From an optimization exercise on the open Yosys and OpenROAD flow, aimed at small area, a short achievable clock period and few clock cycles per item; shortcuts taken in it are not production practice.
RTL that was checked went through simulation tests only; none was proved equivalent to the original.
Power and IR drop assume default switching activity.

Setup of the baseline:
==> flow/design.v <==
`timescale 1ns/1ps
`default_nettype none
module bridgeTop (
  input  wire         pclk,
  input  wire         preset_n,
  input  wire         awvalid,
  output logic        awready,
  input  wire  [31:0] awaddr,
  input  wire  [7:0]  awid,
  input  wire  [7:0]  awlen,
  input  wire  [1:0]  awburst,
  input  wire  [2:0]  awprot,
  input  wire         wvalid,
  output logic        wready,
  input  wire  [31:0] wdata,
  input  wire  [3:0]  wstrb,
  input  wire         arvalid,
  output logic        arready,
  input  wire  [31:0] araddr,
  input  wire  [7:0]  arid,
  input  wire  [7:0]  arlen,
  input  wire  [1:0]  arburst,
  input  wire  [2:0]  arprot,
  output logic        rvalid,
  input  wire         rready,
  output logic [31:0] rdata,
  output logic [1:0]  rresp,
  output logic [7:0]  rid,
  output logic        rlast,
  output logic        bvalid,
  input  wire         bready,
  output logic [1:0]  bresp,
  output logic [7:0]  bid,
  output logic [31:0] paddr,
  output logic [31:0] pwdata,
  output logic [3:0]  pstrb,
  output logic [2:0]  pprot,
  output logic        pwrite,
  output logic        penable,
  output logic [3:0]  psel,
  input  wire  [3:0]  pready,
  input  wire  [3:0]  pslverr,
  input  wire  [127:0] prdata
);
  logic        act;
  logic        turn;       
  logic        oom;        
  logic        incr;
  logic [7:0]  cnt;        
  logic        wHave;      
  logic [14:0] addr;
  logic [3:0]  strb;
  logic        last;
  logic        takeW;
  logic        takeR;
  logic        sel;        
  logic        serr;
  logic [31:0] sdata;
  logic        done;
  logic        go;
  logic        wTake;
  logic        actN;
  logic        turnN;
  logic        wHaveN;
  logic        rvalidN;
  logic        bvalidN;
  logic        wAccN;
  logic        awOom;
  logic        arOom;
  assign last  = (cnt == 8'd0);
  assign awOom = (awaddr[31:14] != 18'd0);
  assign arOom = (araddr[31:14] != 18'd0);
  assign takeW = awready && awvalid;
  assign takeR = arready && arvalid;
  assign wTake = wready && wvalid;
  always_comb begin
    sel   = 1'b0;
    serr  = 1'b0;
    sdata = 32'd0;
    for (int s = 0; s < 4; s++) begin
      sel   = sel   | (psel[s] & pready[s]);
      serr  = serr  | (psel[s] & pslverr[s]);
      sdata = sdata | ({32{psel[s]}} & prdata[32*s +: 32]);
    end
  end
  assign done = act && penable && (oom || sel);
  assign go   = act && !penable &&
                (pwrite ? (wHave && (!last || !bvalid || bready))
                        : (!rvalid || rready));
  assign paddr = {17'd0, addr};
  always_comb begin
    actN    = (act && !(done && last)) || takeW || takeR;
    turnN   = act ? turn : !turn;
    wHaveN  = wTake || (wHave && !(done && pwrite));
    rvalidN = (done && !pwrite) || (rvalid && !rready);
    bvalidN = (done && pwrite && last) || (bvalid && !bready);
    wAccN   = !wHaveN && !(actN && (act ? pwrite : takeW) && (penable ? !done : go));
  end
  always_ff @(posedge pclk or negedge preset_n) begin
    if (!preset_n) begin
      act     <= 1'b0;
      turn    <= 1'b0;
      penable <= 1'b0;
      psel    <= 4'd0;
      wHave   <= 1'b0;
      rvalid  <= 1'b0;
      bvalid  <= 1'b0;
      awready <= 1'b0;
      arready <= 1'b0;
      wready  <= 1'b0;
    end else begin
      act     <= actN;
      turn    <= turnN;
      wHave   <= wHaveN;
      rvalid  <= rvalidN;
      bvalid  <= bvalidN;
      awready <= !actN && turnN && !bvalidN;
      arready <= !actN && !turnN && !rvalidN;
      wready  <= wAccN;
      if (!act) begin
        psel <= (takeW || takeR) && !(turn ? awOom : arOom)
              ? 4'b0001 << (turn ? awaddr[13:12] : araddr[13:12]) : 4'd0;
      end
      if (go) begin
        penable <= 1'b1;
      end
      if (done) begin
        penable <= 1'b0;
        if (last) psel <= 4'd0;
      end
    end
  end
  always_ff @(posedge pclk) begin
    if (!act) begin
      pwrite <= turn;
      oom    <= turn ? awOom : arOom;
      incr   <= turn ? (awburst == 2'd1) : (arburst == 2'd1);
      cnt    <= turn ? awlen : arlen;
      pprot  <= turn ? awprot : arprot;
      addr   <= {1'b0, turn ? awaddr[13:0] : araddr[13:0]};
    end else if (done) begin
      cnt <= cnt - 8'd1;
      if (incr) begin
        addr[14:2] <= addr[14:2] + 13'd1;
      end
    end
    if (awready) begin
      bid   <= awid;
      bresp <= 2'd0;
    end else if (done && pwrite) begin
      bresp <= bresp | {oom | serr, oom};
    end
    if (arready) begin
      rid <= arid;
    end
    pstrb <= (act ? pwrite : turn) ? (wready ? wstrb : strb) : 4'd0;
    if (wready) begin
      pwdata <= wdata;
      strb   <= wstrb;
    end
    if (act && penable && !pwrite) begin
      rdata <= sdata;
      rresp <= {oom | serr, oom};
      rlast <= last;
    end
  end
endmodule
`default_nettype wire
clock: 5.0 ns
lec_check: 0
cap_margin: 20
core_margin: 2
core_utilization: 40
setup_slack_margin: 2.8
slew_margin: 20
standard.sh (not shown) runs the stock make flow with config.mk's settings and CLKGATE_MAP_FILE= SYNTH_SCRIPT=/design/flow/synth_recipe.tcl, a recipe that flattens the netlist after the stock synthesis.
==> flow/flow/run.sh <==
#!/bin/bash
# standard ORFS layout (the standard.sh, standard synthesis unchanged),
# with every port buffered by the smallest buffer instead of a delay buffer
set -euo pipefail
bash standard.sh "BUFFER_PORTS_ARGS=-buffer_cell sky130_fd_sc_hd__buf_1" finish > standard.log 2>&1
The inputs of the candidate differ from those of the baseline as listed below.
-- flow/design.v --
<<< the baseline, line 51
  logic [14:0] addr;
  logic [3:0]  strb;
  logic        last;
  logic        takeW;
>>> the candidate, line 51
  logic [14:0] addr;
  logic [3:0]  strb;
  logic        wr;         
  logic [3:0]  rsel;       
  logic        rAcc;       
  logic        wFree;      
  logic        last;
  logic        takeW;
<<< the baseline, line 81
      sel   = sel   | (psel[s] & pready[s]);
      serr  = serr  | (psel[s] & pslverr[s]);
      sdata = sdata | ({32{psel[s]}} & prdata[32*s +: 32]);
    end
  end
  assign done = act && penable && (oom || sel);
  assign go   = act && !penable &&
                (pwrite ? (wHave && (!last || !bvalid || bready))
                        : (!rvalid || rready));
  assign paddr = {17'd0, addr};
  always_comb begin
    actN    = (act && !(done && last)) || takeW || takeR;
    turnN   = act ? turn : !turn;
    wHaveN  = wTake || (wHave && !(done && pwrite));
    rvalidN = (done && !pwrite) || (rvalid && !rready);
    bvalidN = (done && pwrite && last) || (bvalid && !bready);
    wAccN   = !wHaveN && !(actN && (act ? pwrite : takeW) && (penable ? !done : go));
  end
  always_ff @(posedge pclk or negedge preset_n) begin
>>> the candidate, line 85
      sel   = sel   | (psel[s] & pready[s]);
      serr  = serr  | (psel[s] & pslverr[s]);
      sdata = sdata | ({32{rsel[s]}} & prdata[32*s +: 32]);
    end
  end
  assign done = act && penable && (oom || sel);
  assign go   = act && !penable &&
                (wr ? (wHave && (!last || !bvalid || bready))
                    : (!rvalid || rready));
  assign wFree = !wHave && !(act && wr && penable);
  assign paddr = {17'd0, addr};
  always_comb begin
    actN    = (act && !(done && last)) || takeW || takeR;
    turnN   = act ? turn : !turn;
    wHaveN  = wTake || (wHave && !(done && wr));
    rvalidN = (done && !wr) || (rvalid && !rready);
    bvalidN = (done && wr && last) || (bvalid && !bready);
    wAccN   = !wHaveN && !(actN && (act ? wr : takeW) && (penable ? !done : go));
  end
  always_ff @(posedge pclk or negedge preset_n) begin
<<< the baseline, line 103
      penable <= 1'b0;
      psel    <= 4'd0;
      wHave   <= 1'b0;
      rvalid  <= 1'b0;
>>> the candidate, line 108
      penable <= 1'b0;
      psel    <= 4'd0;
      rsel    <= 4'd0;
      rAcc    <= 1'b0;
      wHave   <= 1'b0;
      rvalid  <= 1'b0;
<<< the baseline, line 121
        psel <= (takeW || takeR) && !(turn ? awOom : arOom)
              ? 4'b0001 << (turn ? awaddr[13:12] : araddr[13:12]) : 4'd0;
      end
      if (go) begin
        penable <= 1'b1;
      end
      if (done) begin
        penable <= 1'b0;
        if (last) psel <= 4'd0;
      end
    end
>>> the candidate, line 128
        psel <= (takeW || takeR) && !(turn ? awOom : arOom)
              ? 4'b0001 << (turn ? awaddr[13:12] : araddr[13:12]) : 4'd0;
        rsel <= takeR && !arOom ? 4'b0001 << araddr[13:12] : 4'd0;
      end
      if (go) begin
        penable <= 1'b1;
        rAcc    <= !wr;
      end
      if (done) begin
        penable <= 1'b0;
        rAcc    <= 1'b0;
        if (last) begin
          psel <= 4'd0;
          rsel <= 4'd0;
        end
      end
    end
<<< the baseline, line 133
  always_ff @(posedge pclk) begin
    if (!act) begin
      pwrite <= turn;
      oom    <= turn ? awOom : arOom;
      incr   <= turn ? (awburst == 2'd1) : (arburst == 2'd1);
>>> the candidate, line 146
  always_ff @(posedge pclk) begin
    if (!act) begin
      wr     <= turn;
      pwrite <= awready;
      oom    <= turn ? awOom : arOom;
      incr   <= turn ? (awburst == 2'd1) : (arburst == 2'd1);
<<< the baseline, line 145
      end
    end
    if (awready) begin
      bid   <= awid;
      bresp <= 2'd0;
    end else if (done && pwrite) begin
      bresp <= bresp | {oom | serr, oom};
    end
    if (arready) begin
      rid <= arid;
    end
    pstrb <= (act ? pwrite : turn) ? (wready ? wstrb : strb) : 4'd0;
    if (wready) begin
      pwdata <= wdata;
      strb   <= wstrb;
    end
    if (act && penable && !pwrite) begin
      rdata <= sdata;
      rresp <= {oom | serr, oom};
>>> the candidate, line 159
      end
    end
    if (!act && turn && !bvalid) begin
      bid   <= awid;
      bresp <= 2'd0;
    end else if (done && wr) begin
      bresp <= bresp | {oom | serr, oom};
    end
    if (!act && !turn && !rvalid) begin
      rid <= arid;
    end
    pstrb <= (act ? wr : turn) ? (wFree ? wstrb : strb) : 4'd0;
    if (wFree) begin
      pwdata <= wdata;
      strb   <= wstrb;
    end
    if (rAcc) begin
      rdata <= sdata;
      rresp <= {oom | serr, oom};
--- outcome ---
In terms of mean instance size in the synthesized netlist, the candidate and the baseline differ only marginally.
Routing usage on met2 (lower): the candidate
The baseline gets by with fewer registers than the candidate.
The candidate vs. the baseline: share of the final layout cell area in sequential cells went up by 2.0 points.
A leading power group of sequential cells is what the baseline shows, while the clock network belongs to the candidate.
The candidate against the baseline: final worst-path cycle share decreased by 0.56 points relative to the old numbers, cell area after layout lower, fmax rose by 0.0060 GHz, setup slack saw an increase, overall global routing resource usage went down 1.9 points.
Summary of the comparison: post-CTS repair timing setup buffer count is lower in the candidate, relative to the baseline.
Testbench counts of the candidate, summed over its fixed seeds: cycles 9,506, beats 2,933.
For the baseline, only the layout was checked, not whether the RTL still works.

-- port drivers added, routing unchanged --
How much do the figures lean on ideal ports? The routed layouts below were timed once more, with nothing changed but the port constraints. Step 1: set_driving_cell puts a clkbuf_16 on pclk and a buf_2 on each other input, an assumption about the parent block. Step 2 moves the port delays by t, midway between the first and last clock arrival at a register: inputs arrive t later, outputs are due t later. That takes back most of the time a late clock gives input paths. a / b / c = ideal ports / drivers / drivers and shift; a / b = the first two.
run | shift t [ns] | setup slack, ns | pins driven straight from the clock port
the baseline | 0.454 | 2.844 / 2.804 / 2.535 | 1
the candidate | 0.460 | 2.871 / 2.836 / 2.424 | 1
After both steps setup and hold are still met in every run listed. For the candidate, which loses most, drivers alone change the setup slack by -0.035 ns; drivers and shift together by -0.447 ns.
